This is an optimization exercise on Yosys and OpenROAD, whose aim is small area and a short achievable clock period, not a production implementation. Function was checked by simulation only, so behaviour that the tests miss may differ from the original. Power is estimated from default activity; no workload was simulated.

## flow/flow/run.sh

```bash
#!/bin/bash
# Standard synthesis without the full/half-adder cell mapping (registers are unchanged), then
# the standard layout; the resizer may pick any cell of the same function (not only one with
# the same footprint), and the port buffers are plain buffers.
set -euo pipefail
bash standard.sh ADDER_MAP_FILE= synth > synth.log 2>&1
bash standard.sh ADDER_MAP_FILE= MATCH_CELL_FOOTPRINT=0 "BUFFER_PORTS_ARGS=-buffer_cell sky130_fd_sc_hd__buf_1" finish > layout.log 2>&1
```

## flow/standard.sh

```bash
#!/bin/bash
# synth_recipe.tcl (not shown) runs the flow's synth.tcl, then flattens the netlist and writes it again
# the make line also repeats each setting of config.mk as NAME=value (left out here)
make -C /OpenROAD-flow-scripts/flow DESIGN_CONFIG=/design/flow/config.mk WORK_HOME=/design/flow/orfs CLKGATE_MAP_FILE= SYNTH_SCRIPT=/design/flow/synth_recipe.tcl "${@:-finish}"
```

## flow/config.mk

```make
export PLATFORM = sky130hd
export DESIGN_NAME = dacSubsystem
export DESIGN_NICKNAME = dacSubsystem
export VERILOG_FILES = /design/flow/design.v
export SDC_FILE = /design/flow/constraint.sdc
export NUM_CORES = 4
export LEC_CHECK = 0
export ABC_AREA = 1
export CAP_MARGIN = 20
export CORE_MARGIN = 2
export CORE_UTILIZATION = 40
export CTS_CLUSTER_DIAMETER = 80
export CTS_CLUSTER_SIZE = 22
export SETUP_SLACK_MARGIN = 3.7
export SLEW_MARGIN = 20
```

## flow/constraint.sdc

```tcl
create_clock -name core_clock -period 6.0 [get_ports {ck933}]
set_input_delay 1.2000 -clock core_clock [delete_from_list [all_inputs] [get_ports {ck933}]]
set_output_delay 1.2000 -clock core_clock [all_outputs]
set_load 0.01 [all_outputs]
```

## flow/design.v

```verilog
package hostBusPkg;
  typedef logic [11-1:0] addrT;
  typedef logic [16-1:0] dataT;
  typedef logic [1:0] offsetT;
  typedef enum logic [2:0] {
    MISC,
    GPIO,
    SERIAL,
    INTERP0,
    INTERP1,
    INTERP2,
    NONE
  } regionT;
  typedef struct packed {
    logic       rd;
    logic [1:0] dacIdx;
    logic [4:0] regAddr;
  } serialCmdT;
endpackage
package dspPkg;
  typedef logic signed [18-1:0] sampleT;
  typedef logic [14-1:0] dacWordT;
  typedef logic [1:0] ratioT;
endpackage
`timescale 1ns/100ps
module hostRegs (
  input  logic               ck933,
  input  logic               rstN,
  input  logic               nCs,
  input  logic               nWe,
  input  logic               nRd,
  input  hostBusPkg::addrT   addr,
  input  hostBusPkg::dataT   wrData,
  output hostBusPkg::dataT   rdData,
  input  hostBusPkg::dataT   serialRd,
  input  hostBusPkg::dataT   interpRd0,
  input  hostBusPkg::dataT   interpRd1,
  input  hostBusPkg::dataT   interpRd2,
  output logic               serialWrEn,
  output logic               interpWrEn0,
  output logic               interpWrEn1,
  output logic               interpWrEn2,
  output hostBusPkg::offsetT wrOffset,
  output logic               softReset,
  output hostBusPkg::dataT   gpioOut
);
  logic               hiZero;
  logic               selMisc;
  logic               selGpio;
  logic               selSerial;
  logic               selInterp0;
  logic               selInterp1;
  logic               selInterp2;
  hostBusPkg::dataT   rdMux;
  logic               wrStrobe;
  logic               rdStrobe;
  assign hiZero     = (addr[11-1:5] == '0);
  assign selMisc    = hiZero && (addr[4:2] == 3'(11'h000 >> 2));
  assign selGpio    = hiZero && (addr[4:2] == 3'(11'h004 >> 2));
  assign selSerial  = hiZero && (addr[4:2] == 3'(11'h008 >> 2));
  assign selInterp0 = hiZero && (addr[4:2] == 3'(11'h00C >> 2));
  assign selInterp1 = hiZero && (addr[4:2] == 3'(11'h010 >> 2));
  assign selInterp2 = hiZero && (addr[4:2] == 3'(11'h014 >> 2));
  assign wrOffset = addr[1:0];
  assign wrStrobe = !nCs && !nWe;
  assign rdStrobe = !nCs && !nRd;
  assign serialWrEn  = wrStrobe && selSerial;
  assign interpWrEn0 = wrStrobe && selInterp0;
  assign interpWrEn1 = wrStrobe && selInterp1;
  assign interpWrEn2 = wrStrobe && selInterp2;
  always_ff @(posedge ck933) begin
    if (!rstN) begin
      softReset <= 1'b0;
    end else begin
      softReset <= wrStrobe && selMisc && (wrOffset == 2'd0);
    end
  end
  always_ff @(posedge ck933) begin
    if (!rstN || softReset) begin
      gpioOut <= 16'h0003;
    end else if (wrStrobe && selGpio) begin
      gpioOut <= wrData;
    end
  end
  assign rdMux = ({16{selMisc && (wrOffset == 2'd1)}} & 16'h0A31) |
                 ({16{selGpio}}    & gpioOut)   |
                 ({16{selSerial}}  & serialRd)  |
                 ({16{selInterp0}} & interpRd0) |
                 ({16{selInterp1}} & interpRd1) |
                 ({16{selInterp2}} & interpRd2);
  always_ff @(posedge ck933) begin
    if (rdStrobe) begin
      rdData <= rdMux;
    end
  end
endmodule
`timescale 1ns/100ps
module dacSerialCtrl (
  input  logic               ck933,
  input  logic               rstN,
  input  logic               softReset,
  input  logic               wrEn,
  input  hostBusPkg::offsetT wrOffset,
  input  hostBusPkg::dataT   wrData,
  output hostBusPkg::dataT   rdData,
  output logic               sclk,
  output logic [2:0]         dacNCs,
  output logic               sdioOut,
  output logic               sdioOe,
  input  logic               sdioIn
);
  typedef enum logic [1:0] {
    sIdle,
    sLoad,
    sShift,
    sEnd
  } stateT;
  stateT                  state;
  hostBusPkg::serialCmdT  cmd;
  logic [7:0]             txByte;
  logic [7:0]             rxByte;
  logic [5:0]             cnt;
  logic [3:0]             bitCnt;
  logic [1:0]             phase;
  logic [15:0]            frame;
  logic [15:0]            nextBits;
  logic [3:0]             selOneHot;
  logic                   busy;
  logic                   startFrame;
  logic                   rst;
  assign rst        = !rstN || softReset;
  assign busy       = (state != sIdle);
  assign startFrame = wrEn && (wrOffset == 2'd1) && !busy;
  assign selOneHot  = 4'b0001 << cmd.dacIdx;
  assign bitCnt     = cnt[5:2];
  assign phase      = cnt[1:0];
  assign frame = {cmd, txByte};
  always_comb begin
    for (int i = 0; i < 16; i++) begin
      nextBits[i] = (i < 15) ? frame[14 - i] : 1'b0;
    end
  end
  always_ff @(posedge ck933) begin
    if (rst) begin
      state   <= sIdle;
      cmd     <= '0;
      txByte  <= '0;
      rxByte  <= '0;
      sclk    <= 1'b0;
      dacNCs  <= 3'b111;
      sdioOut <= 1'b0;
      sdioOe  <= 1'b0;
    end else begin
      case (state)
        sIdle: begin
          if (wrEn && (wrOffset == 2'd0)) begin
            cmd <= wrData[7:0];
          end
          if (startFrame) begin
            txByte <= wrData[7:0];
            state  <= sLoad;
          end
        end
        sLoad: begin
          sdioOut <= cmd[7];
          sdioOe  <= 1'b1;
          dacNCs  <= ~selOneHot[2:0];
          state   <= sShift;
        end
        sShift: begin
          if (phase == 2'd1) begin
            sclk <= ~&dacNCs;
          end
          if (cmd.rd && bitCnt[3] && (phase == 2'd2)) begin
            rxByte <= {rxByte[6:0], sdioIn};
          end
          if (phase == 2'd3) begin
            sclk <= 1'b0;
            if (bitCnt == 4'd15) begin
              dacNCs <= 3'b111;
              sdioOe <= 1'b0;
              state  <= sEnd;
            end else begin
              sdioOut <= nextBits[bitCnt];
              if (cmd.rd && (bitCnt == 4'd7)) begin
                sdioOe <= 1'b0;
              end
            end
          end
        end
        sEnd: begin
          if (phase == 2'd1) begin
            state <= sIdle;
          end
        end
        default: state <= sIdle;
      endcase
    end
  end
  always_ff @(posedge ck933) begin
    if (state == sLoad) begin
      cnt <= '0;
    end else begin
      cnt <= cnt + 1'b1;
    end
  end
  always_comb begin
    rdData = '0;
    case (wrOffset)
      2'd0:   rdData[7:0] = cmd;
      2'd1: rdData[7:0] = txByte;
      2'd2: begin
        rdData[7:0]              = rxByte;
        rdData[8] = busy;
      end
      default: rdData = '0;
    endcase
  end
endmodule
`timescale 1ns/100ps
module interpolator (
  input  logic               ck933,
  input  logic               rstN,
  input  logic               softReset,
  input  logic               wrEn,
  input  hostBusPkg::offsetT wrOffset,
  input  hostBusPkg::dataT   wrData,
  output hostBusPkg::dataT   rdData,
  input  dspPkg::sampleT     sample,
  input  logic               sampleEn,
  output dspPkg::dacWordT    dacWord
);
  localparam int fracW = 3;
  localparam int accW  = 18 + fracW + 1;
  localparam int diffW = 18 + 1;
  dspPkg::ratioT             ratio;
  logic signed [16-1:0] offset;
  logic signed [diffW-1:0]   diff;
  dspPkg::sampleT            target;
  logic [accW-1:0]           accB;
  logic                      accTop;
  logic [diffW-1:0]          tgtP8;
  logic signed [accW-1:0]    step;
  logic [3:0]                stepsLeft;
  logic                      ramping;
  logic                      rampNext;
  logic [1:0]                ratioNext;
  logic [3:0]                stepSel;
  logic [accW+2:0]           diffX;
  logic [accW-1:0]           accNext;
  logic [diffW-1:0]          diffNext;
  logic [accW-3:0]           rndA;
  logic [accW-3:0]           rndB;
  logic [accW-3:0]           sum;
  logic signed [accW-7:0]    rounded;
  logic [14-1:0]         clipped;
  logic                      rst;
  assign rst = !rstN || softReset;
  assign ramping   = |stepSel;
  assign ratioNext = (wrEn && (wrOffset == 2'd0)) ? wrData[1:0] : ratio;
  assign rampNext  = sampleEn || (ramping && (stepsLeft != 4'd1));
  assign diffX   = {{3{diff[diffW-1]}}, diff, 3'b000};
  always_comb begin
    for (int i = 0; i < accW; i++) begin
      step[i] = (stepSel[0] & diffX[i]) | (stepSel[1] & diffX[i + 1]) |
                (stepSel[2] & diffX[i + 2]) | (stepSel[3] & diffX[i + 3]);
    end
  end
  assign accTop  = accB[accW-1] & |accB[accW-2:6];
  assign rndA    = {accTop, accB[accW-1:fracW]};
  assign rndB    = {{(accW-2-16){offset[16-1]}}, offset};
  bkAdd #(.W(accW-2)) rndAdd (.a(rndA), .b(rndB), .cin(1'b0), .s(sum));
  assign rounded = sum[accW-3:4];
  bkAdd #(.W(accW)) accAdd (.a(accB), .b(step), .cin(1'b0), .s(accNext));
  assign tgtP8 = {target[18-1], target} + diffW'(8);
  bkAdd #(.W(diffW)) diffSub (
    .a   ({sample[18-1], sample}),
    .b   (~{target[18-1], target}),
    .cin (1'b1),
    .s   (diffNext)
  );
  always_comb begin
    if (rounded[accW-7:14-1] == '0 || rounded[accW-7:14-1] == '1) begin
      clipped = {~rounded[14-1], rounded[14-2:0]};
    end else begin
      clipped = {~rounded[accW-7], {(14-1){~rounded[accW-7]}}};
    end
  end
  always_ff @(posedge ck933) begin
    if (rst) begin
      ratio     <= '0;
      offset    <= '0;
      target    <= '0;
      accB      <= accW'(64);
      stepsLeft <= '0;
      stepSel   <= '0;
      dacWord   <= 14'h2000;
    end else begin
      ratio   <= ratioNext;
      stepSel <= {4{rampNext}} & (4'b0001 << ratioNext);
      if (wrEn && (wrOffset == 2'd1)) begin
        offset <= wrData;
      end
      if (sampleEn) begin
        target    <= sample;
        accB      <= {tgtP8, 3'b000};
        stepsLeft <= 4'd1 << ratio;
      end else begin
        accB      <= accNext;
        if (ramping) begin
          stepsLeft <= stepsLeft - 1'b1;
        end
      end
      dacWord <= clipped;
    end
  end
  always_ff @(posedge ck933) begin
    if (sampleEn) begin
      diff <= diffNext;
    end
  end
  always_comb begin
    rdData = '0;
    case (wrOffset)
      2'd0:  rdData[1:0] = ratio;
      2'd1: rdData = offset;
      default:     rdData = '0;
    endcase
  end
endmodule
module fastAdd #(
  parameter int W = 22
) (
  input  logic [W-1:0] a,
  input  logic [W-1:0] b,
  input  logic         cin,
  output logic [W-1:0] s
);
  localparam int L = $clog2(W);
  logic [W-1:0] p;
  logic [W-1:0] g [L+1];
  logic [W-1:0] t [L+1];
  logic [W:0]   c;
  assign p    = a ^ b;
  assign g[0] = (a & b) | {{(W-1){1'b0}}, p[0] & cin};
  assign t[0] = p;
  for (genvar l = 0; l < L; l++) begin : gLevel
    for (genvar i = 0; i < W; i++) begin : gBit
      if ((i >> l) % 2 == 1) begin : gJoin
        localparam int j = ((i >> (l + 1)) << (l + 1)) + (1 << l) - 1;
        assign g[l+1][i] = g[l][i] | (t[l][i] & g[l][j]);
        assign t[l+1][i] = t[l][i] & t[l][j];
      end else begin : gPass
        assign g[l+1][i] = g[l][i];
        assign t[l+1][i] = t[l][i];
      end
    end
  end
  assign c = {g[L], cin};
  assign s = p ^ c[W-1:0];
endmodule
module bkAdd #(
  parameter int W = 20
) (
  input  logic [W-1:0] a,
  input  logic [W-1:0] b,
  input  logic         cin,
  output logic [W-1:0] s
);
  localparam int L = $clog2(W);
  logic [W-1:0] p;
  logic [W-1:0] g;
  logic [W-1:0] t;
  always_comb begin
    p = a ^ b;
    g = (a & b) | {{(W-1){1'b0}}, p[0] & cin};
    t = p;
    for (int l = 0; l < L; l++) begin
      for (int i = 0; i < W; i++) begin
        if (((i + 1) % (1 << (l + 1))) == 0) begin
          g[i] = g[i] | (t[i] & g[i - (1 << l)]);
          t[i] = t[i] & t[i - (1 << l)];
        end
      end
    end
    for (int l = L - 2; l >= 0; l--) begin
      for (int i = 0; i < W; i++) begin
        if ((((i + 1) % (1 << (l + 1))) == (1 << l)) && (i >= (1 << (l + 1)))) begin
          g[i] = g[i] | (t[i] & g[i - (1 << l)]);
          t[i] = t[i] & t[i - (1 << l)];
        end
      end
    end
    s = p ^ {g[W-2:0], cin};
  end
endmodule
`timescale 1ns/100ps
module dacSubsystem (
  input  logic             ck933,
  input  logic             rstN,
  input  logic             nCs,
  input  logic             nWe,
  input  logic             nRd,
  input  hostBusPkg::addrT addr,
  input  hostBusPkg::dataT wrData,
  output hostBusPkg::dataT rdData,
  input  dspPkg::sampleT   sample0,
  input  dspPkg::sampleT   sample1,
  input  dspPkg::sampleT   sample2,
  input  logic             sampleEn0,
  input  logic             sampleEn1,
  input  logic             sampleEn2,
  output logic             sclk,
  output logic             dacNCs0,
  output logic             dacNCs1,
  output logic             dacNCs2,
  output logic             sdioOut,
  output logic             sdioOe,
  input  logic             sdioIn,
  output dspPkg::dacWordT  dacWord0,
  output dspPkg::dacWordT  dacWord1,
  output dspPkg::dacWordT  dacWord2,
  output logic             dacRst,
  output logic             bsyncNLock,
  output logic             demodNLock
);
  hostBusPkg::offsetT wrOffset;
  hostBusPkg::dataT   serialRd;
  hostBusPkg::dataT   interpRd0;
  hostBusPkg::dataT   interpRd1;
  hostBusPkg::dataT   interpRd2;
  hostBusPkg::dataT   gpioOut;
  logic               serialWrEn;
  logic               interpWrEn0;
  logic               interpWrEn1;
  logic               interpWrEn2;
  logic               softReset;
  logic [2:0]         dacNCs;
  hostRegs hostRegs (
    .ck933       (ck933),
    .rstN        (rstN),
    .nCs         (nCs),
    .nWe         (nWe),
    .nRd         (nRd),
    .addr        (addr),
    .wrData      (wrData),
    .rdData      (rdData),
    .serialRd    (serialRd),
    .interpRd0   (interpRd0),
    .interpRd1   (interpRd1),
    .interpRd2   (interpRd2),
    .serialWrEn  (serialWrEn),
    .interpWrEn0 (interpWrEn0),
    .interpWrEn1 (interpWrEn1),
    .interpWrEn2 (interpWrEn2),
    .wrOffset    (wrOffset),
    .softReset   (softReset),
    .gpioOut     (gpioOut)
  );
  assign dacRst     = softReset;
  assign bsyncNLock = gpioOut[0];
  assign demodNLock = gpioOut[1];
  dacSerialCtrl dacSerialCtrl (
    .ck933     (ck933),
    .rstN      (rstN),
    .softReset (softReset),
    .wrEn      (serialWrEn),
    .wrOffset  (wrOffset),
    .wrData    (wrData),
    .rdData    (serialRd),
    .sclk      (sclk),
    .dacNCs    (dacNCs),
    .sdioOut   (sdioOut),
    .sdioOe    (sdioOe),
    .sdioIn    (sdioIn)
  );
  assign dacNCs0 = dacNCs[0];
  assign dacNCs1 = dacNCs[1];
  assign dacNCs2 = dacNCs[2];
  interpolator interp0 (
    .ck933     (ck933),
    .rstN      (rstN),
    .softReset (softReset),
    .wrEn      (interpWrEn0),
    .wrOffset  (wrOffset),
    .wrData    (wrData),
    .rdData    (interpRd0),
    .sample    (sample0),
    .sampleEn  (sampleEn0),
    .dacWord   (dacWord0)
  );
  interpolator interp1 (
    .ck933     (ck933),
    .rstN      (rstN),
    .softReset (softReset),
    .wrEn      (interpWrEn1),
    .wrOffset  (wrOffset),
    .wrData    (wrData),
    .rdData    (interpRd1),
    .sample    (sample1),
    .sampleEn  (sampleEn1),
    .dacWord   (dacWord1)
  );
  interpolator interp2 (
    .ck933     (ck933),
    .rstN      (rstN),
    .softReset (softReset),
    .wrEn      (interpWrEn2),
    .wrOffset  (wrOffset),
    .wrData    (wrData),
    .rdData    (interpRd2),
    .sample    (sample2),
    .sampleEn  (sampleEn2),
    .dacWord   (dacWord2)
  );
endmodule
```

==> results of run 1 <==
-- timing repair --
item | in CTS | in global routing
setup endpoints to repair | 231 | 250
pin swaps | 50 | 148
setup buffers | 55 | 112
gates resized for setup | 126 | 462
gates cloned | 5 | 9
-- state kept, by name, summed over array words and instances, names as in the netlist, 18 cells and up --
name / flops
interp1.target: 18
interp0.target: 18
interp2.accB: 22
interp2.diff: 19
interp2.target: 18
interp0.diff: 19
interp0.accB: 22
interp1.diff: 19
interp1.accB: 22
-- critical path, stage by stage --
cell      delay (ps)
buf_6            100
nor2_4            90
nand2_2           70
nor3_4           220
inv_4             80
buf_6            140
nor3_4           140
buf_6            150
buf_4            130
inv_4             70
o22ai_2          170
o21ai_1          140
o221ai_1         140
-- final cells by class --
type                       count  area (sq um)
fill                        5573         27900
multi-input combinational   2517         13800
sequential                   368          8200
timing repair buffer         337          2440
inverter                     507          1990
tap                          756           946
clock buffer                  33           741
clock inverter                15           213
timing repair inverter         3          20.0
antenna                        2          5.00
-- through the flow --
step / worst slack (ps) / area, sq um / std cells / hold WS (ps) / utilization, %
after detailed placement: 2490 / 24100 / 4307 / 436 / 42.8
final: 3540 / 28400 / 4538 / 448 / 50.4
after CTS: 3590 / 25800 / 4415 / 453 / 45.9
after global placement: 2540 / 24100 / 4307 / 424 / 42.8
after floorplan: 3210 / 23100 / 3488 / 413 / -
after global routing: 3520 / 28400 / 4538 / 480 / 50.4
-- cell families (layout without fill, tap and decap cells) --
kind of cell	Yosys count	in the layout	share of synthesized area, %
flops	368	368	35.7
xor+xnor	124	124	4.82
other cells	0	2	0
simple gates	1648	1655	30.3
buf+inv	611	895	11.1
compound gates	737	738	18.1
-- power breakdown --
part	switching, uW	internal [uW]
clock network	1030	1010
registers	173	2720
logic	803	488
total	2000	4220
-- layer usage --
layer / track usage [%] / up-vias
met5: 0 / -
met4: 5.70 / 0
met3: 2.25 / 103
met2: 34.9 / 552
met1: 29.7 / 10300
li1: - / 11800
-- cell usage in the layout, fill, tap and decap left out, types with 40 or more instances in the layout --
master,count
o21ai_0,185
nor2_2,78
a21oi_1,255
a21oi_2,53
buf_1,100
nor2_4,43
dfxtp_1,246
xor2_1,83
nor2_1,322
nand2_1,822
buf_4,136
o21ai_2,40
nand3_1,141
inv_1,449
edfxtp_1,73
o21ai_1,47
nand2_2,115
-- final timing paths --
| path | from | endpoint | slack, ps | cells past startpoint |
|---|---|---|---|---|
| worst max-delay path | addr[5] | hostRegs.rdData[2] | 3540 | 13 |
| worst min-delay path | dacSerialCtrl.cnt[0] | dacSerialCtrl.cnt[0] | 450 | 1 |
| worst max register to register | interp1.offset[3] | interp1.dacWord[10] | 3790 | 15 |
| worst min register to register | dacSerialCtrl.cnt[0] | dacSerialCtrl.cnt[0] | 450 | 1 |
==> results.tsv, run 1 <==
metric	value	unit
Longest Clk Path Bufs	3	
Slew HR	39.9	%
Avg Synthesized Cell Area	6.51	sq um
remaining antenna violation count	0	
Final Hold Viols	0	
Max Used Layer	met4	
critical path arrival	2830	ps
Synth Net Count	3578	
hold crit path type	reg2reg	
VDD IR max	168	uV
Worst-Margin Slew	902	ps
Final nets	3850	
clk_skew	19.3	ps
routed length on met1	31300	microns
First DRT Iteration DRCs	1679	
largest net degree at the start of global routing	170	
CTS Buf Count	26	
Root Driver	clkbuf_16	
Setup CP Type	in2reg	
Power, Total	6220	uW
Crit. End Element	register	
Setup TNS Final	0	ps
Clock transition at path regs	90	ps
Row Count	87	
routed vias	22700	
most common flop cell mapped by yosys	dfxtp_1	
DRC viols	0	
met2 wire len	31400	microns
final clock period utilization by the worst path	40.9	%
first-pass GRT wire length	103000	microns
CP max FO	6	
largest area contributor in the netlist	dfxtp_1	
Die H	242	microns
CTS Hold Bufs	0	
Req. time, crit path	6380	ps
Mapped Cells	3488	
share of cells above drive strength 1	22.0	%
area grow syn2layout	24.9	%
status	finished clean	
CP startpoint kind	input pin	
number of I/O pins	157	
vias in the first global route	19900	
Routed Wire Length	68200	microns
top cell type's share of synthesized area	26.0	%
Post-synth EDFFs	73	
die footprint	0.0587	sq mm
PortBufs	156	
met3 wire len	3680	microns
Clock Latency Late Sink	590	ps
Netlist Area Pre-Place	0.0227	sq mm
Synth top cells by count	907 x nand2_1, 483 x inv_1, 407 x nor2_1	
1st-pass router iterations	8	
estimated wirelength of the detail-placed design	47400	microns
max_cap viols	0	
Avg Vias per Cell	5.01	
fin crit period	2460	ps
Initial Util	40.3	%
PwrDens	219	mW/mm^2
die width	242	microns
Netlist cell types	60	
GPL Wtd Cong	0.904	
TritonCTS clock tree	done	
core area	0.0563	sq mm
top post-synthesis cells by area	dfxtp_1 26%, nand2_1 15%, edfxtp_1 9.7%	
Yosys Warn Count	6	
Seq/Total Area, Yosys	35.7	%
grt ovf	0	
initial antenna violation count	2	
most frequent cell after synthesis	nand2_1	
setup repair after global routing missed its margin	true	
WL per Instance	15.0	microns
H-Tree Level Count	1	
# clock sinks	368	
LEAKAGE	0.0126	uW
Setup-failing EPs final	0	
overall global routing resource usage	21.3	%
Fmax achieved	407	MHz
Final Slew Violations	0	
asr flop ratio synth	0	%
FF+latch count, synth	368	
==> run 2, diff against run 1 <==
--- a/flow/config.mk
+++ b/flow/config.mk
@@ -7,3 +7,2 @@
 export LEC_CHECK = 0
-export ABC_AREA = 1
 export CAP_MARGIN = 20
@@ -13,3 +12,3 @@
 export CTS_CLUSTER_SIZE = 22
-export SETUP_SLACK_MARGIN = 3.7
+export SETUP_SLACK_MARGIN = 3.5
 export SLEW_MARGIN = 20
==> results.tsv, run 2 <==
metric	value	unit	change
status	finished clean		
number of I/O pins	157		unchanged
sw frac	30.9	%	-1.3 points
fin crit period	3700	ps	+1250 ps
Switch Pwr	1880	uW	-6.0%
Fmax achieved	270	MHz	-34%
routed length on met1	28500	microns	-8.9%
remaining antenna violation count	0		unchanged
Clock transition at path regs	90	ps	about the same
met2 wire len	30800	microns	-2.1%
DRC viols	0		unchanged
Avg Vias per Cell	5.60		+12%
Reg power frac	47.9	%	+1.5 points
asr flop ratio synth	0	%	unchanged
PortBufs	156		unchanged
top post-synthesis cells by area	dfxtp_1 27%, edfxtp_1 9.9%, xnor2_1 9.1%		
CP max FO	3		-3
die footprint	0.0571	sq mm	-2.7%
commonest non-fill, non-tap cells in the layout	384 x nand2_1, 267 x dfxtp_1, 256 x nor2_1		
TritonCTS clock tree	done		
Clock Latency Late Sink	590	ps	about the same
final clock period utilization by the worst path	61.7	%	+21 points
Setup-failing EPs final	0		unchanged
Routed Wire Length	64700	microns	-5.2%
routed vias	20400		-10%
final setup margin	2300	ps	-1250 ps
CP startpoint kind	input pin		
LEAKAGE	0.0102	uW	-19%
VDD IR max	199	uV	+19%
most common flop cell mapped by yosys	dfxtp_1		
Worst-Margin Slew	899	ps	-3.37 ps
Combinational Power Share	19.6	%	-1.2 points
Netlist cell types	81		+35%
CTS Buf Count	26		unchanged
First DRT Iteration DRCs	1460		-13%
fillers	5026		-9.8%
grt ovf	0		unchanged
Post-synth EDFFs	73		unchanged
Die H	239	microns	-1.3%
max_cap viols	0		unchanged
H-Tree Level Count	1		unchanged
1st-pass router iterations	5		-3
Seq/Total Area, Yosys	36.7	%	+0.99 points
clk_skew	21.5	ps	+2.19 ps
Max Used Layer	met5		
commonest non-fill, non-tap cell in the layout	nand2_1		
DP Worst Slack	1470	ps	-1030 ps
GPL Wtd Cong	0.897		-0.87%
fin cells	3633		-20%
Worst Hold Margin	461	ps	+12.7 ps
Internal Power	4210	uW	-0.22%
PwrDens	220	mW/mm^2	+0.44%
initial antenna violation count	3		+1
Final Hold Viols	0		unchanged
# clock sinks	368		unchanged
estimated wirelength of the detail-placed design	43500	microns	-8.1%
Longest Clk Path Bufs	3		unchanged
area grow syn2layout	25.2	%	
Synth Net Count	2789		-22%
top cell type's share of synthesized area	26.7	%	+0.73 points
Row Count	86		-1.1%
Req. time, crit path	6340	ps	-40 ps
Final Slew Violations	0		unchanged
share of cells above drive strength 1	22.3	%	+0.33 points
FF+latch count, synth	368		unchanged
Slew HR	40.1	%	+0.22 points
Crit. End Element	register		
setup repair after global routing missed its margin	true		
clock network fraction of total power	32.4	%	-0.4 points
Initial Util	40.2	%	-0.093 points
Mapped Cells	2699		-23%
largest area contributor in the netlist	dfxtp_1		
Final nets	2999		-22%
critical path arrival	4040	ps	+1210 ps
first-pass GRT wire length	100000	microns	-3.0%
CTS Hold Bufs	0		unchanged
hold crit path type	reg2reg		
Yosys Warn Count	6		unchanged
most frequent cell after synthesis	nand2_1		
overall global routing resource usage	21.4	%	+0.077 points
biggest regs	interp0.accB x22, interp1.accB x22, interp2.accB x22		
WL per Instance	17.8	microns	+18%
Inst Count DP	3391		-21%
die width	239	microns	-1.3%
Power, Total	6090	uW	-2.1%
largest net degree at the start of global routing	123		-28%
core area	0.0549	sq mm	-2.5%
met3 wire len	3650	microns	-0.68%
Synth top cells by count	401 x nand2_1, 295 x dfxtp_1, 268 x nor2_1		
Avg Synthesized Cell Area	8.18	sq um	+26%
Netlist Area Pre-Place	0.0221	sq mm	-2.7%
Setup CP Type	in2reg		
vias in the first global route	19000		-4.4%
Root Driver	clkbuf_16		
Setup TNS Final	0	ps	unchanged
## run 2: cell types whose count changed after synthesis, sizes merged, moves of 97 or more
cell,before,now
clkbuf,58,156
xnor2,40,230
mux2i,0,97
a21oi,315,184
nor2,438,268
inv,501,71
nand2,952,401
nand3,159,42
a22oi,0,113
o21ai,284,96
## run 2: worst max-delay path, cell delays in order
cell	delay, ps
buf_8	90
and2b_1	190
a221o_1	180
a311oi_2	130
a2111oi_4	430
o31ai_2	120
a31o_2	260
maj3_2	330
o21a_1	200
maj3_2	320
o211ai_1	250
a41oi_2	170
xnor2_1	170
## run 2: what timing repair did
| action | in CTS | in global routing |
|---|---|---|
| gates cloned | 2 | 2 |
| pin swaps | 156 | 143 |
| setup buffers | 139 | 51 |
| endpoints found under the setup margin | 225 | 160 |
| resized for setup | 193 | 154 |
## run 2: per-stage QoR
stage                     cell area (sq um)  util (%)
after floorplan                       22900         -
after global placement                23700      43.2
after detailed placement              23700      43.2
after CTS                             26600      48.4
after global routing                  27600      50.4
final                                 27600      50.4
## run 2: cells by family after synthesis
group,Yosys count,synth area share [%]
AOI/OAI and AO/OA,621,18.7
xor gates and xnor gates,298,11.8
adders and majority gates,67,3.05
buffers and inverters,252,4.35
DFF,368,36.7
muxes,108,5.16
and+or+nand+nor,985,20.2
## run 2: power groups by stage
stage	clock network, uW	logic [uW]	registers [uW]
3_5_place_dp	0	942	2980
4_1_cts	2030	1090	2910
5_1_grt	2100	1300	2950
3_3_place_gp	0	920	2970
6_report	1970	1200	2920
2_1_floorplan	0	798	2860
## run 2: area by class of cell
type	count	area [sq um]	area share, %
Tap cell	704	881	3.19
Sequential cell	368	8180	29.6
Clock inverter	17	191	0.693
Multi-Input combinational cell	2080	14900	54.0
Antenna cell	1	2.50	0.00905
Clock buffer	30	729	2.64
Timing Repair Buffer	360	2470	8.92
Inverter	73	277	1.00
## run 2: final timing paths
check                       startpoint              endpoint  slack, ps  depth (start not counted)
setup / recovery            sample1[0]      interp1.diff[17]       2300                         13
hold / removal    hostRegs.gpioOut[10]  hostRegs.gpioOut[10]        460                          2
setup reg to reg       interp1.diff[7]      interp1.accB[20]       2310                         12
hold reg to reg   hostRegs.gpioOut[10]  hostRegs.gpioOut[10]        460                          2
## run 2: per-layer routing
metal | GRT usage (%) | vias to the layer above
met4 | 6.61 | 4
met2 | 36.2 | 582
met5 | 0 | -
met1 | 28.3 | 9744
li1 | - | 9919
met3 | 2.62 | 104
==> run 3, diff against run 2 <==
--- a/flow/config.mk
+++ b/flow/config.mk
@@ -7,2 +7,3 @@
 export LEC_CHECK = 0
+export ABC_AREA = 1
 export CAP_MARGIN = 20
==> results.tsv, run 3 <==
metric	value	unit	change
DP Worst Slack	2440	ps	+978 ps
PortBufs	156		unchanged
RR Endpoint	interp1.accB[21]		
Final Slew Violations	0		unchanged
estimated wirelength of the detail-placed design	47300	microns	+8.6%
overall global routing resource usage	20.8	%	-0.54 points
top cell type's share of synthesized area	26.0	%	-0.73 points
Synth Net Count	3578		+28%
status	finished clean		
Yosys Warn Count	6		unchanged
asr flop ratio synth	0	%	unchanged
final clock period utilization by the worst path	42.7	%	-19 points
DRC viols	0		unchanged
Crit. End Element	register		
fin crit period	2560	ps	-1140 ps
number of diodes	0		-1
Final Instance Area	0.0257	sq mm	-6.9%
die footprint	0.0587	sq mm	+2.7%
Die H	242	microns	+1.4%
fillers	5891		+17%
FF+latch count, synth	368		unchanged
Avg Synthesized Cell Area	6.51	sq um	-20%
commonest non-fill, non-tap cells in the layout	884 x nand2_1, 466 x inv_1, 384 x nor2_1		
Longest Clk Path Bufs	3		unchanged
PwrDens	232	mW/mm^2	+5.2%
most common flop cell mapped by yosys	dfxtp_1		
largest net degree at the start of global routing	110		-11%
critical path arrival	3030	ps	-1010 ps
vias in the first global route	19600		+3.0%
Worst Hold End	dacSerialCtrl.cnt[0]		
Worst Hold Margin	455	ps	-5.94 ps
Fmax achieved	391	MHz	+45%
share of cells above drive strength 1	10.7	%	-12 points
final setup margin	3440	ps	+1140 ps
First DRT Iteration DRCs	1608		+10%
Netlist Area Pre-Place	0.0227	sq mm	+2.8%
Switch Pwr	1900	uW	+0.89%
LEAKAGE	0.0115	uW	+13%
Post-synth EDFFs	73		unchanged
WHS Path Cells	1		-1
Row Count	87		+1.2%
Power, Total	5970	uW	-2.0%
clock network fraction of total power	32.5	%	about the same
H-Tree Level Count	1		unchanged
Final nets	3727		+24%
1st-pass router iterations	7		+2
met3 usage	2.48	%	-0.14 points
routed vias	21800		+7.1%
biggest regs	interp0.accB x22, interp1.accB x22, interp2.accB x22		
CP startpoint kind	input pin		
WL per Instance	14.4	microns	-19%
CTS Hold Bufs	0		unchanged
Seq/Total Area, Yosys	35.7	%	-0.99 points
remaining antenna violation count	0		unchanged
CTS Buf Count	25		-3.8%
grt ovf	0		unchanged
Setup CP Type	in2reg		
worst reg2reg setup slack	3740	ps	+1430 ps
Synth top cells by count	907 x nand2_1, 483 x inv_1, 407 x nor2_1		
Internal Power	4070	uW	-3.4%
Clock transition at path regs	90	ps	about the same
top post-synthesis cells by area	dfxtp_1 26%, nand2_1 15%, edfxtp_1 9.7%		
Routed Wire Length	63300	microns	-2.1%
Avg Vias per Cell	4.94		-12%
number of I/O pins	157		unchanged
first-pass GRT wire length	101000	microns	+0.84%
die width	242	microns	+1.4%
Netlist cell types	60		-26%
worst reg2reg startpoint	interp1.diff[1]		
TritonCTS clock tree	done		
CP max FO	7		+4
most frequent cell after synthesis	nand2_1		
GRT busiest layer	met2		
VDD IR max	183	uV	-7.8%
setup repair after global routing missed its margin	true		
Final Hold Viols	0		unchanged
Root Driver	clkbuf_16		
Mapped Cells	3488		+29%
Clock Latency Late Sink	590	ps	about the same
# clock sinks	368		unchanged
routing usage on met1	28.7	%	+0.43 points
placed inst area	0.0240	sq mm	+1.3%
Reg power frac	48.4	%	+0.5 points
area grow syn2layout	13.4	%	
GPL Wtd Cong	0.909		+1.4%
commonest non-fill, non-tap cell in the layout	nand2_1		
largest area contributor in the netlist	dfxtp_1		
Initial Util	40.3	%	+0.093 points
clk_skew	30.4	ps	+8.96 ps
core area	0.0563	sq mm	+2.6%
r2r worst-path depth	18		+6
sw frac	31.9	%	+0.93 points
Worst-Margin Slew	1110	ps	+216 ps
Req. time, crit path	6470	ps	+130 ps
Slew HR	25.7	%	-14 points
GR met2 Demand/Resource	34.6	%	-1.6 points
hold path startpoint	dacSerialCtrl.cnt[0]		
Setup TNS Final	0	ps	unchanged
Setup-failing EPs final	0		unchanged
Combinational Power Share	19.1	%	-0.5 points
initial antenna violation count	1		-2
max_cap viols	0		unchanged
hold crit path type	reg2reg		
-- run 3: cell count changes after synthesis, sizes merged, moves of 43 or more --
cell,delta
xnor2,-190
clkbuf,-98
nand2b,-43
a22oi,-113
maj3,-67
nor2,+170
inv,+430
nand2,+551
a21oi,+131
o21ai,+188
mux2i,-97
nand3,+117
-- run 3: worst max-delay path: stages --
cell      delay (ps)
clkbuf_2         100
nor2_4           100
nand2_2           60
nor3_4           310
inv_4             90
nor3_4           290
inv_4             90
nor4_4           420
inv_4            110
buf_6            160
nand2_2           50
a21oi_1           50
-- run 3: kinds of logic (layout without fill, tap and decap cells) --
logic type,after synthesis,in the layout,share of synthesized area [%]
flops,368,368,35.7
buf+inv,611,775,11.1
simple gates,1648,1651,30.3
xor+xnor,124,124,4.82
compound gates,737,737,18.1
-- run 3: power by group through the flow --
stage	registers (uW)	clock network, uW	logic [uW]
after floorplan	2900	0	841
after global placement	2950	0	1080
after detailed placement	2950	0	1090
after CTS	2890	1990	1100
after global routing	2920	2080	1300
final	2890	1940	1140
-- run 3: final cells by class --
class | instances | area [sq um] | share of cell area [%]
repair inverters | 1 | 5.00 | 0.0195
repair buffers | 222 | 1170 | 4.57
well taps | 756 | 946 | 3.68
clock inverters | 15 | 191 | 0.744
flip-flops and latches | 368 | 8150 | 31.7
multi-input cells | 2512 | 12600 | 49.1
inverters | 507 | 1940 | 7.55
clock buffers | 30 | 686 | 2.66
-- run 3: repair_timing --
item,CTS,global route
gates resized for setup,17,121
setup buffers,10,43
pin swaps,8,27
hold endpoints to repair,0,0
endpoints found under the setup margin,113,185
cloned,4,1
-- run 3: through the flow --
stage	util (%)	instances
6_report	45.7	4411
5_1_grt	45.7	4411
4_1_cts	44.5	4367
3_5_place_dp	42.7	4308
3_3_place_gp	42.6	4308
2_1_floorplan	-	3488
-- run 3: layer usage --
layer  vias to the layer above  wire length (microns)
li1                      11500                      -
met1                      9777                  30300
met2                       425                  28700
met3                        73                   2890
met4                         2                   1450
met5                         -                     13
-- run 3: worst max-delay path by stage --
stage                from                       to  slack, ps  depth (start not counted)
5_1_grt           addr[7]  dacSerialCtrl.txByte[2]       3380                         12
6_report          addr[6]  dacSerialCtrl.txByte[2]       3440                         12
4_1_cts           addr[6]      hostRegs.gpioOut[1]       3500                         10
2_1_floorplan  sample0[0]         interp0.diff[15]       3210                         15
3_5_place_dp      addr[6]       interp2.offset[13]       2440                         11
3_3_place_gp      addr[6]       interp2.offset[11]       2550                         11
==> run 4, diff against run 3 <==
--- a/flow/design.v
+++ b/flow/design.v
@@ -273,3 +273,3 @@
   assign rounded = sum[accW-3:4];
-  bkAdd #(.W(accW)) accAdd (.a(accB), .b(step), .cin(1'b0), .s(accNext));
+  fastAdd #(.W(accW)) accAdd (.a(accB), .b(step), .cin(1'b0), .s(accNext));
   assign tgtP8 = {target[18-1], target} + diffW'(8);
==> results.tsv, run 4 <==
metric	value	unit	change
# clock sinks	368		unchanged
Netlist cell types	52		-13%
asr flop ratio synth	0	%	unchanged
grt ovf	0		unchanged
Final Slew Violations	0		unchanged
share of cells above drive strength 1	8.80	%	-1.9 points
Fmax achieved	402	MHz	+2.9%
CTS Buf Count	25		unchanged
VDD IR max	174	uV	-5.0%
commonest non-fill, non-tap cells in the layout	980 x nand2_1, 491 x inv_1, 438 x nor2_1		
fin crit period	2490	ps	-71.5 ps
top post-synthesis cells by area	dfxtp_1 26%, nand2_1 16%, edfxtp_1 9.6%		
CP bufs+invs	1		-4
RR Endpoint	interp1.accB[21]		
critical path arrival	1290	ps	-1740 ps
Crit. End Element	output port		
largest area contributor in the netlist	dfxtp_1		
Final Hold Viols	0		unchanged
CP max FO	1		-6
overall global routing resource usage	21.3	%	+0.51 points
largest net degree at the start of global routing	108		-1.8%
crit path from	hostRegs.rdData[15]		
number of I/O pins	157		unchanged
Setup TNS Final	0	ps	unchanged
WHS Path Cells	2		+1
FF+latch count, synth	368		unchanged
DRC viols	0		unchanged
die footprint	0.0590	sq mm	+0.53%
Synth Net Count	3663		+2.4%
top cell type's share of synthesized area	25.9	%	-0.14 points
fin util	45.6	%	-0.099 points
worst-path cell chain	buf_1		
CP startpoint kind	register		
Routed Wire Length	65400	microns	+3.3%
hold path startpoint	hostRegs.gpioOut[10]		
Top Family by Delay on Critical Path	flip-flops		
Clock transition at path regs	100	ps	about the same
worst reg2reg setup slack	3670	ps	-70 ps
setup repair after global routing missed its margin	true		
Initial Util	40.5	%	+0.14 points
Setup CP Type	reg2out		
biggest regs	interp0.accB x22, interp1.accB x22, interp2.accB x22		
Row Count	87		unchanged
Slew HR	35.0	%	+9.3 points
remaining antenna violation count	0		unchanged
vias in the first global route	19400		-0.85%
worst reg2reg startpoint	interp1.stepSel[1]		
First DRT Iteration DRCs	1642		+2.1%
Worst-Margin Slew	974	ps	-140 ps
slowest CP cell	edfxtp_1		
Root Driver	clkbuf_16		
Clock Latency Late Sink	570	ps	-20 ps
commonest non-fill, non-tap cell in the layout	nand2_1		
Die H	243	microns	+0.27%
Longest Clk Path Bufs	3		unchanged
TritonCTS clock tree	done		
WL per Instance	14.6	microns	+1.6%
Final nets	3801		+2.0%
routed vias	22300		+2.3%
Worst Hold End	hostRegs.gpioOut[10]		
number of diodes	0		unchanged
initial antenna violation count	2		+1
PortBufs	156		unchanged
core area	0.0564	sq mm	+0.19%
1st-pass router iterations	5		-2
Crit path largest cell delay	540	ps	+120 ps
area grow syn2layout	12.7	%	
most common flop cell mapped by yosys	dfxtp_1		
Yosys Warn Count	8		+2
PwrDens	230	mW/mm^2	-0.72%
Seq/Total Area, Yosys	35.5	%	-0.19 points
final clock period utilization by the worst path	41.5	%	-1.2 points
H-Tree Level Count	1		unchanged
GPL Wtd Cong	0.907		-0.23%
die width	243	microns	+0.27%
max_cap viols	0		unchanged
first-pass GRT wire length	103000	microns	+1.8%
Avg Vias per Cell	4.97		+0.57%
clk_skew	25.7	ps	-4.77 ps
most frequent cell after synthesis	nand2_1		
hold crit path type	reg2reg		
Avg Synthesized Cell Area	6.39	sq um	-1.9%
Netlist Area Pre-Place	0.0228	sq mm	+0.54%
status	finished clean		
Setup-failing EPs final	0		unchanged
r2r worst-path depth	16		-2
Req. time, crit path	4800	ps	-1670 ps
CTS Hold Bufs	0		unchanged
Mapped Cells	3573		+2.4%
estimated wirelength of the detail-placed design	49600	microns	+4.9%
Synth top cells by count	996 x nand2_1, 505 x inv_1, 479 x nor2_1		
LEAKAGE	0.0117	uW	+1.8%
Post-synth EDFFs	73		unchanged
run 4: cell types whose count changed after synthesis, moves of 17 or more:
cell,delta
o21ai_0,-51
inv_1,+22
nor2_1,+72
o22ai_1,+35
nand2_2,-17
nor2_2,-21
nand2_1,+89
a21oi_1,-23
run 4: per-stage QoR:
step	hold slack (ps)	worst slack (ps)	area (sq um)	power [uW]	cells
after detailed placement	448	2520	24300	4130	4397
after floorplan	426	3300	23200	3800	3573
after CTS	461	3480	25200	5940	4454
after global placement	439	2530	24300	4130	4397
after global routing	483	3470	25700	6250	4485
final	461	3510	25700	5920	4485
run 4: timing repair:
item,in CTS,in global routing
pin swaps,6,14
resized for setup,23,71
gates cloned,3,0
endpoints found under the setup margin,202,184
setup buffers,9,31
run 4: routing by layer:
layer,global-route usage [%],up-vias,part of all wire (%),wire length (microns)
li1,-,11700,-,-
met2,34.6,508,44,29100
met3,2.51,77,5.1,3360
met5,0,-,0.018,12
met4,4.94,2,2.1,1390
met1,30.3,9981,48,31600
run 4: worst max path at each step:
| stage | slack, ps | depth (start not counted) | end |
|---|---|---|---|
| detailed placement | 2520 | 7 | interp1.accB[4] |
| floorplan | 3300 | 14 | interp2.diff[17] |
| global placement | 2530 | 7 | interp1.accB[4] |
| global route | 3470 | 11 | interp0.offset[13] |
| CTS | 3480 | 1 | rdData[15] |
| finish | 3510 | 1 | rdData[15] |
run 4: cell type report:
type / instances / area, sq um
Tap cell: 756 / 946
Timing Repair Buffer: 204 / 1020
Inverter: 517 / 1970
Fill cell: 5962 / 30700
Clock inverter: 11 / 140
Clock buffer: 34 / 669
Timing Repair inverter: 1 / 5.00
Multi-Input combinational cell: 2594 / 12800
Sequential cell: 368 / 8140
run 4: cells by family after synthesis:
family,count (synthesis),synth area share (%)
xor+xnor,125,4.90
simple gates,1785,31.9
compound gates,682,16.9
flops,368,35.5
buf+inv,613,10.8
run 4: report_power, final:
group	switching [uW]	internal (uW)
combinational	778	422
sequential	188	2720
clock	979	833
==> run 5, diff against run 4 <==
--- a/flow/config.mk
+++ b/flow/config.mk
@@ -13,3 +13,3 @@
 export CTS_CLUSTER_SIZE = 22
-export SETUP_SLACK_MARGIN = 3.5
+export SETUP_SLACK_MARGIN = 3.6
 export SLEW_MARGIN = 20
==> results.tsv, run 5 <==
metric	value	unit	change
LEAKAGE	0.0119	uW	+1.5%
asr flop ratio synth	0	%	unchanged
TritonCTS clock tree	done		
Synth top cells by count	996 x nand2_1, 505 x inv_1, 479 x nor2_1		
Crit path largest cell delay	460	ps	-80 ps
clk_skew	22.4	ps	-3.26 ps
fin crit period	2420	ps	-71.4 ps
Clock transition at path regs	90	ps	about the same
worst reg2reg startpoint	interp1.offset[6]		
fin cells	4498		+0.29%
max_cap viols	0		unchanged
worst-path cell chain	buf_1		
GPL Wtd Cong	0.863		-4.9%
Clock Latency Late Sink	600	ps	+30 ps
VDD IR max	192	uV	+10%
WHS Path Cells	2		unchanged
core area	0.0564	sq mm	unchanged
remaining antenna violation count	0		unchanged
commonest non-fill, non-tap cells in the layout	974 x nand2_1, 487 x inv_1, 434 x nor2_1		
slowest CP cell	edfxtp_1		
Final Slew Violations	0		unchanged
Mapped Cells	3573		unchanged
Top Family by Delay on Critical Path	flip-flops		
Root Driver	clkbuf_16		
Final Hold Viols	0		unchanged
setup repair after global routing missed its margin	true		
worst reg2reg setup slack	3710	ps	+40 ps
H-Tree Level Count	1		unchanged
Fmax achieved	414	MHz	+3.0%
top cell type's share of synthesized area	25.9	%	unchanged
most common flop cell mapped by yosys	dfxtp_1		
first-pass GRT wire length	103000	microns	+0.32%
vias in the first global route	19900		+2.7%
Critical Path Stages	1		unchanged
Setup-failing EPs final	0		unchanged
DRC viols	0		unchanged
Post-synth EDFFs	73		unchanged
FF+latch count, synth	368		unchanged
status	finished clean		
Final nets	3809		+0.21%
First DRT Iteration DRCs	1407		-14%
CP bufs+invs	1		unchanged
Setup TNS Final	0	ps	unchanged
biggest regs	interp0.accB x22, interp1.accB x22, interp2.accB x22		
PortBufs	156		unchanged
WL per Instance	14.5	microns	-0.66%
RR Endpoint	interp1.dacWord[0]		
CTS Buf Count	28		+12%
top post-synthesis cells by area	dfxtp_1 26%, nand2_1 16%, edfxtp_1 9.6%		
estimated wirelength of the detail-placed design	48300	microns	-2.5%
number of I/O pins	157		unchanged
largest area contributor in the netlist	dfxtp_1		
die footprint	0.0590	sq mm	unchanged
Longest Clk Path Bufs	3		unchanged
Crit. End Element	output port		
PwrDens	240	mW/mm^2	+4.1%
Yosys Warn Count	8		unchanged
critical path arrival	1220	ps	-70 ps
Routed Wire Length	65200	microns	-0.37%
Synth Net Count	3663		unchanged
Worst Hold End	hostRegs.gpioOut[10]		
grt ovf	0		unchanged
routed vias	22200		-0.20%
Avg Synthesized Cell Area	6.39	sq um	unchanged
Avg Vias per Cell	4.95		-0.49%
Worst Hold Margin	467	ps	+5.34 ps
CP max FO	1		unchanged
Setup CP Type	reg2out		
Inst Count DP	4398		+0.023%
Req. time, crit path	4800	ps	about the same
Die H	243	microns	unchanged
Slew HR	35.0	%	about the same
most frequent cell after synthesis	nand2_1		
Netlist Area Pre-Place	0.0228	sq mm	unchanged
overall global routing resource usage	21.3	%	about the same
Worst-Margin Slew	974	ps	-0.152 ps
Row Count	87		unchanged
Netlist cell types	52		unchanged
hold path startpoint	hostRegs.gpioOut[10]		
area grow syn2layout	14.5	%	
initial antenna violation count	6		+4
Initial Util	40.5	%	unchanged
1st-pass router iterations	5		unchanged
die width	243	microns	unchanged
commonest non-fill, non-tap cell in the layout	nand2_1		
CP startpoint kind	register		
hold crit path type	reg2reg		
largest net degree at the start of global routing	64		-41%
final clock period utilization by the worst path	40.3	%	-1.2 points
r2r worst-path depth	16		unchanged
Seq/Total Area, Yosys	35.5	%	unchanged
share of cells above drive strength 1	10.5	%	+1.7 points
# clock sinks	368		unchanged
run 5: kinds of logic after synthesis:
family / count (synthesis) / synth area share [%]
xor gates and xnor gates: 125 / 4.90
and+or+nand+nor: 1785 / 31.9
AOI/OAI and AO/OA: 682 / 16.9
buffers and inverters: 613 / 10.8
DFF: 368 / 35.5
run 5: worst max-delay path by stage:
stage	slack, ps	endpoint	startpoint
after floorplan	3300	interp2.diff[17]	sample2[0]
after global placement	2540	interp1.accB[4]	sampleEn1
after detailed placement	2480	interp1.accB[4]	sampleEn1
after CTS	3440	interp1.dacWord[0]	interp1.offset[15]
after global routing	3510	interp1.dacWord[0]	interp1.offset[6]
final	3580	rdData[12]	hostRegs.rdData[12]
run 5: per-layer routing:
layer | part of all wire (%) | GRT usage (%) | vias up | wire length (microns)
met3 | 5.9 | 3.06 | 86 | 3860
li1 | - | - | 11700 | -
met5 | 0.069 | 0 | - | 45
met2 | 45 | 34.8 | 476 | 29100
met1 | 47 | 29.5 | 9929 | 30700
met4 | 2.3 | 5.45 | 8 | 1520
run 5: timing repair:
action / in CTS / in global routing
gates cloned: 3 / 0
pin swaps: 9 / 19
hold buffers: 0 / 0
setup buffers: 17 / 27
endpoints found under the setup margin: 200 / 242
gates resized for setup: 27 / 111
run 5: area by class of cell:
class / count / area, sq um
sequential: 368 / 8150
timing repair inverter: 1 / 7.51
clock buffer: 31 / 776
antenna: 1 / 2.50
tap: 756 / 946
multi-input combinational: 2594 / 13000
fill: 5934 / 30300
timing repair buffer: 209 / 1070
inverter: 517 / 1960
clock inverter: 21 / 253
run 5: where the power goes:
group	switching, uW	internal [uW]
Sequential	180	2720
Clock	1090	1040
Combinational	794	436
run 5: through the flow:
step / utilization [%] / cell area, sq um / worst slack (ps) / total power [uW]
finish: 46.3 / 26100 / 3580 / 6260
global route: 46.3 / 26100 / 3510 / 6600
CTS: 45.4 / 25600 / 3440 / 6280
detailed placement: 43.1 / 24300 / 2480 / 4120
global placement: 43.1 / 24300 / 2540 / 4130
floorplan: - / 23300 / 3300 / 3810
==> run 6, diff against run 5 <==
--- a/flow/config.mk
+++ b/flow/config.mk
@@ -15 +15,2 @@
 export SLEW_MARGIN = 20
+export TNS_END_PERCENT = 50
==> results.tsv, run 6 <==
metric	value	unit	change
H-Tree Level Count	1		unchanged
initial antenna violation count	2		-4
fin cells	4488		-0.22%
RR Endpoint	interp2.accB[20]		
sw frac	33.1	%	+0.14 points
setup repair after global routing missed its margin	true		
Setup TNS Final	0	ps	unchanged
Yosys Warn Count	8		unchanged
Worst Hold End	hostRegs.gpioOut[8]		
Die H	243	microns	unchanged
number of I/O pins	157		unchanged
Top Family by Delay on Critical Path	flip-flops		
Inst Count DP	4396		-0.045%
max_cap viols	0		unchanged
Avg Vias per Cell	4.97		+0.41%
biggest regs	interp0.accB x22, interp1.accB x22, interp2.accB x22		
core area	0.0564	sq mm	unchanged
First DRT Iteration DRCs	1543		+9.7%
Row Count	87		unchanged
Setup CP Type	reg2out		
WL per Instance	14.6	microns	+1.1%
asr flop ratio synth	0	%	unchanged
remaining antenna violation count	0		unchanged
fillers	5932		-0.034%
crit path from	hostRegs.rdData[15]		
critical path arrival	1280	ps	+60 ps
Initial Util	40.5	%	unchanged
TritonCTS clock tree	done		
Avg Synthesized Cell Area	6.39	sq um	unchanged
clk_skew	23.7	ps	+1.30 ps
hold path startpoint	hostRegs.gpioOut[8]		
WHS Path Cells	2		unchanged
GPL Wtd Cong	0.924		+7.1%
LEAKAGE	0.0119	uW	-0.49%
Final nets	3802		-0.18%
first-pass GRT wire length	105000	microns	+2.0%
Combinational Power Share	20.0	%	+0.4 points
hold crit path type	reg2reg		
die footprint	0.0590	sq mm	unchanged
CTS Hold Bufs	0		unchanged
Req. time, crit path	4800	ps	about the same
Post-synth EDFFs	73		unchanged
Internal Power	4120	uW	-1.8%
Synth top cells by count	996 x nand2_1, 505 x inv_1, 479 x nor2_1		
Synth Net Count	3663		unchanged
Final Slew Violations	0		unchanged
CTS Buf Count	27		-3.6%
status	finished clean		
routed vias	22300		+0.19%
Switch Pwr	2040	uW	-1.2%
r2r worst-path depth	11		-5
Mapped Cells	3573		unchanged
estimated wirelength of the detail-placed design	49700	microns	+2.8%
Longest Clk Path Bufs	3		unchanged
vias in the first global route	20100		+0.99%
largest net degree at the start of global routing	71		+11%
overall global routing resource usage	21.7	%	+0.42 points
die width	243	microns	unchanged
VDD IR max	162	uV	-16%
top cell type's share of synthesized area	25.9	%	unchanged
Netlist cell types	52		unchanged
clock network fraction of total power	32.8	%	-1.2 points
final clock period utilization by the worst path	41.3	%	+0.97 points
Worst-Margin Slew	1030	ps	+59.1 ps
PwrDens	236	mW/mm^2	-1.6%
CP bufs+invs	1		unchanged
Root Driver	clkbuf_16		
Setup-failing EPs final	0		unchanged
Fmax achieved	404	MHz	-2.4%
Netlist Area Pre-Place	0.0228	sq mm	unchanged
most frequent cell after synthesis	nand2_1		
# clock sinks	368		unchanged
Crit. End Element	output port		
1st-pass router iterations	5		unchanged
CP max FO	1		unchanged
worst reg2reg startpoint	interp2.target[3]		
Slew HR	31.1	%	-3.9 points
area grow syn2layout	14.6	%	about the same
commonest non-fill, non-tap cell in the layout	nand2_1		
Clock Latency Late Sink	600	ps	about the same
Reg power frac	47.2	%	+0.8 points
grt ovf	0		unchanged
Final Hold Viols	0		unchanged
share of cells above drive strength 1	10.7	%	+0.27 points
number of diodes	0		-1
worst reg2reg setup slack	3790	ps	+80 ps
Clock transition at path regs	90	ps	about the same
FF+latch count, synth	368		unchanged
most common flop cell mapped by yosys	dfxtp_1		
slowest CP cell	edfxtp_1		
CP startpoint kind	register		
fin crit period	2480	ps	+58.5 ps
largest area contributor in the netlist	dfxtp_1		
PortBufs	156		unchanged
top post-synthesis cells by area	dfxtp_1 26%, nand2_1 16%, edfxtp_1 9.6%		
Routed Wire Length	65700	microns	+0.90%
commonest non-fill, non-tap cells in the layout	972 x nand2_1, 489 x inv_1, 419 x nor2_1		
Crit path largest cell delay	510	ps	+50 ps
DRC viols	0		unchanged
Seq/Total Area, Yosys	35.5	%	unchanged
worst-path cell chain	buf_1		
[run 6: changes by cell type in the layout (fill, tap and decap cells not counted), sizes merged]
cell	before	now
clkbuf	47	40
diode	1	0
clkinv	10	7
clkinvlp	6	7
buf	193	194
bufinv	1	0
[run 6: layer usage]
metal	part of all wire (%)	GRT usage, %	up-vias
li1	-	-	11700
met4	2.6	5.77	4
met3	5.0	3.18	99
met2	45	35.8	452
met1	47	29.7	10000
met5	0.040	0	-
[run 6: how the worst max path moves through the flow]
stage	endpoint	slack [ps]	cells past startpoint
finish	rdData[15]	3520	1
global route	interp2.accB[20]	3430	11
global placement	interp0.offset[9]	2330	10
floorplan	interp2.diff[17]	3300	14
detailed placement	interp0.offset[14]	2240	10
CTS	rdData[15]	3500	1
[run 6: logic make-up (layout without fill, tap and decap cells)]
| logic type | count (synthesis) | count (layout) | synth area share (%) |
|---|---|---|---|
| buffers and inverters | 613 | 770 | 10.8 |
| XOR/XNOR | 125 | 125 | 4.90 |
| AND/OR/NAND/NOR | 1785 | 1787 | 31.9 |
| flip-flops | 368 | 368 | 35.5 |
| AO/OA/AOI/OAI | 682 | 682 | 16.9 |
[run 6: cell type report]
cell class	count	area [sq um]	area share (%)
Multi-Input combinational cell	2594	13000	49.9
Sequential cell	368	8170	31.2
Inverter	517	1970	7.53
Timing Repair Buffer	202	1060	4.07
Tap cell	756	946	3.62
Clock buffer	32	757	2.90
Clock inverter	17	193	0.737
Timing Repair inverter	2	15.0	0.0574
[run 6: what timing repair did]
item,4_1_cts,5_1_grt
endpoints found under the setup margin,228,251
gates cloned,3,1
resized for setup,35,140
pin swaps,4,28
buffers inserted,6,33
[run 6: through the flow]
stage	power [uW]	hold WS [ps]	instance area, sq um	setup WS, ps	util (%)
final	6160	471	26100	3520	46.4
after global routing	6490	480	26100	3430	46.4
after CTS	6160	462	25400	3500	45.0
after detailed placement	4130	448	24300	2240	43.0
after global placement	4130	441	24300	2330	43.0
after floorplan	3810	426	23300	3300	-
[run 6: power groups by stage]
| stage | clock network (uW) | logic (uW) | registers [uW] |
|---|---|---|---|
| after floorplan | 0 | 884 | 2920 |
| after global placement | 0 | 1160 | 2970 |
| after detailed placement | 0 | 1160 | 2970 |
| after CTS | 2070 | 1180 | 2910 |
| after global routing | 2150 | 1400 | 2940 |
| final | 2020 | 1230 | 2910 |
[run 6: tightest hold or removal path, cell delays in order (launching register included)]
cell	delay, ps
dfxtp_1	310
inv_1	70
a21oi_1	60
==> run 7, diff against run 6 <==
--- a/flow/config.mk
+++ b/flow/config.mk
@@ -10,7 +10,7 @@
 export CORE_MARGIN = 2
-export CORE_UTILIZATION = 40
+export CORE_UTILIZATION = 50
 export CTS_CLUSTER_DIAMETER = 80
 export CTS_CLUSTER_SIZE = 22
+export PLACE_DENSITY = 0.65
 export SETUP_SLACK_MARGIN = 3.6
 export SLEW_MARGIN = 20
-export TNS_END_PERCENT = 50
==> results.tsv, run 7 <==
metric	value	unit	change
Crit. End Element	output port		
DP Worst Slack	2430	ps	+189 ps
1st-pass router iterations	6		+1
Synth Area in Adders	0	%	unchanged
First DRT Iteration DRCs	1672		+8.4%
share of cells above drive strength 1	11.2	%	+0.45 points
routing usage on met1	35.4	%	+5.7 points
TritonCTS clock tree	done		
Seq/Total Area, Yosys	35.5	%	unchanged
Setup CP Type	reg2out		
hold crit path type	reg2reg		
Final Hold Viols	0		unchanged
PortBufs	156		unchanged
CP startpoint kind	register		
Row Count	78		-10%
biggest regs	interp0.accB x22, interp1.accB x22, interp2.accB x22		
routed vias	23100		+3.5%
largest area contributor in the netlist	dfxtp_1		
hold path startpoint	dacSerialCtrl.cnt[0]		
GPL Wtd Cong	0.925		about the same
mux share of post-synthesis cell area	0	%	unchanged
vias in the first global route	21000		+4.3%
sw frac	33.1	%	about the same
Internal Power	4010	uW	-2.7%
Switch Pwr	1990	uW	-2.7%
commonest non-fill, non-tap cell in the layout	nand2_1		
fillers	4383		-26%
overall global routing resource usage	26.9	%	+5.1 points
Simple-Gate Fraction of Synth Area	31.9	%	unchanged
Compound-Gate Fraction of Synth Area	16.9	%	unchanged
remaining antenna violation count	0		unchanged
r2r worst-path depth	14		+3
final setup margin	3600	ps	+77.5 ps
Slew HR	51.5	%	+20 points
PwrDens	231	mW/mm^2	-2.1%
Reg area	0.00817	sq mm	about the same
clock network fraction of total power	30.4	%	-2.4 points
largest family of logic cells by synthesized area	simple AND/OR/NAND/NOR gates		
estimated wirelength of the detail-placed design	48900	microns	-1.6%
Synth top cells by count	996 x nand2_1, 505 x inv_1, 479 x nor2_1		
CP max FO	1		unchanged
most common flop cell mapped by yosys	dfxtp_1		
worst reg2reg startpoint	interp2.accB[13]		
DRC viols	0		unchanged
number of I/O pins	157		unchanged
WL per Instance	15.2	microns	+3.5%
asr flop ratio synth	0	%	unchanged
most frequent cell after synthesis	nand2_1		
Post-synth EDFFs	73		unchanged
setup repair after global routing missed its margin	true		
Combinational Power Share	21.0	%	+1.0 points
initial antenna violation count	2		unchanged
Reg power frac	48.6	%	+1.4 points
Clock Latency Late Sink	580	ps	-20 ps
Setup TNS Final	0	ps	unchanged
met3 usage	2.73	%	-0.45 points
die width	218	microns	-10%
Synth Net Count	3663		unchanged
Crit path largest cell delay	460	ps	-50 ps
Netlist Area Pre-Place	0.0228	sq mm	unchanged
final clock period utilization by the worst path	40.0	%	-1.3 points
fin crit period	2400	ps	-77.5 ps
Fmax achieved	417	MHz	+3.2%
# clock sinks	368		unchanged
Worst-Margin Slew	727	ps	-306 ps
WHS Path Cells	1		-1
RR Endpoint	interp2.dacWord[10]		
max_cap viols	0		unchanged
crit path from	hostRegs.rdData[8]		
Longest Clk Path Bufs	3		unchanged
Setup-failing EPs final	0		unchanged
Final nets	3824		+0.58%
worst-path cell chain	clkbuf_2		
Root Driver	clkbuf_16		
CTS Buf Count	25		-7.4%
Initial Util	50.5	%	+10 points
die footprint	0.0474	sq mm	-20%
top post-synthesis cells by area	dfxtp_1 26%, nand2_1 16%, edfxtp_1 9.6%		
Netlist cell types	52		unchanged
GRT busiest layer	met2		
VDD IR max	204	uV	+25%
critical path arrival	1200	ps	-80 ps
slowest CP cell	edfxtp_1		
FF+latch count, synth	368		unchanged
CP bufs+invs	1		unchanged
LEAKAGE	0.0119	uW	+0.42%
H-Tree Level Count	1		unchanged
status	finished clean		
Power, Total	6000	uW	-2.7%
Die H	218	microns	-10%
CTS Hold Bufs	0		unchanged
first-pass GRT wire length	104000	microns	-1.0%
area grow syn2layout	13.9	%	
Avg Vias per Cell	5.30		+6.7%
Avg Synthesized Cell Area	6.39	sq um	unchanged
clk_skew	17.5	ps	-6.22 ps
top cell type's share of synthesized area	25.9	%	unchanged
commonest non-fill, non-tap cells in the layout	963 x nand2_1, 487 x inv_1, 429 x nor2_1		
Final Slew Violations	0		unchanged
Req. time, crit path	4800	ps	about the same
Routed Wire Length	66100	microns	+0.49%
Mapped Cells	3573		unchanged
Top Family by Delay on Critical Path	flip-flops		
Worst Hold End	dacSerialCtrl.cnt[0]		
area of the multi-input gates	0.0130	sq mm	about the same
largest net degree at the start of global routing	80		+13%
worst reg2reg setup slack	3760	ps	-30 ps
GR met2 Demand/Resource	45.9	%	+10 points
post-synthesis xor/xnor area fraction	4.90	%	unchanged
grt ovf	0		unchanged
Clock transition at path regs	90	ps	about the same
core area	0.0452	sq mm	-20%
Yosys Warn Count	8		unchanged
[run 7: changes by cell type in the layout (fill, tap and decap cells not counted), sizes merged]
cell	before	now
inv	522	521
nand2	1025	1026
diode	0	4
clkinvlp	7	5
clkbuf	40	47
buf	194	210
nor2	489	490
clkinv	7	5
[run 7: logic make-up after synthesis]
kind of cell	count (synthesis)
buffers and inverters	613
AOI/OAI and AO/OA	682
DFF	368
and+or+nand+nor	1785
xor gates and xnor gates	125
[run 7: through the flow]
stage | hold slack, ps | cell area [sq um] | util (%) | std cells
floorplan | 426 | 23300 | - | 3573
global placement | 435 | 24100 | 53.4 | 4242
detailed placement | 445 | 24100 | 53.4 | 4242
CTS | 459 | 25200 | 55.8 | 4307
global route | 482 | 26000 | 57.5 | 4353
finish | 462 | 26000 | 57.5 | 4356
[run 7: area by class of cell]
| class | instances | share of cell area (%) |
|---|---|---|
| tap | 600 | 2.89 |
| clock inverter | 13 | 0.539 |
| inverter | 517 | 7.57 |
| sequential | 368 | 31.4 |
| multi-input combinational | 2596 | 50.2 |
| clock buffer | 32 | 2.59 |
| timing repair buffer | 225 | 4.74 |
| timing repair inverter | 1 | 0.0289 |
| antenna | 4 | 0.0385 |
[run 7: per-layer routing]
metal	share of wire [%]	routed length (microns)
met2	47	30800
met4	3.5	2340
met5	0	0
met3	5.6	3710
met1	44	29200
[run 7: timing repair]
action,4_1_cts,5_1_grt
setup buffers,16,44
gates resized for setup,35,135
setup endpoints to repair,212,223
hold endpoints to repair,0,0
pin swaps,9,34
gates cloned,4,1
[run 7: power by group through the flow]
stage	Sequential [uW]	Clock, uW	Combinational (uW)
2_1_floorplan	2920	0	884
3_3_place_gp	2960	0	1150
3_5_place_dp	2970	0	1170
4_1_cts	2910	1870	1190
5_1_grt	2940	1940	1430
6_report	2910	1820	1260
[run 7: how the worst max path moves through the flow]
stage / to / slack (ps) / cells after the start
after floorplan: interp2.diff[17] / 3300 / 14
after global placement: interp1.accB[4] / 2480 / 6
after detailed placement: interp1.accB[4] / 2430 / 6
after CTS: interp0.stepSel[0] / 3580 / 11
after global routing: interp1.diff[17] / 3540 / 13
final: rdData[8] / 3600 / 1

separate check: timing with driven ports:
The results above use ideal ports. As a check the final layouts listed here were re-extracted and re-timed, cells and wires unchanged. Step 1, drivers: a clkbuf_16 drives ck933 and a buf_2 each remaining input, both assumed. Step 2 adds t to the input delays and takes it off the output delays; t is the mean of the earliest and latest rising clock arrival at the registers after step 1. Input paths then give back, and output paths get back, about the clock's delay inside the block. Three values: ideal, step 1, step 2; two values: the first two.
run	shift t [ns]	setup WS [ns]	worst slew at a driven data input, ns	pins driven straight from the clock port
run 1	0.636	3.545 / 3.556 / 2.934	0.10	1
run 2	0.643	2.299 / 2.308 / 1.676	0.08	1
run 3	0.633	3.439 / 3.471 / 2.837	0.08	1
run 4	0.617	3.511 / 3.454 / 3.000	0.12	1
run 5	0.649	3.582 / 3.522 / 3.055	0.10	1
run 6	0.643	3.524 / 3.469 / 3.064	0.11	1
run 7	0.631	3.601 / 3.542 / 3.054	0.08	1
After both steps setup and hold are still met in every run listed. The setup slack of run 2, which loses most, moves by +0.009 ns with the drivers and by -0.623 ns with both steps.
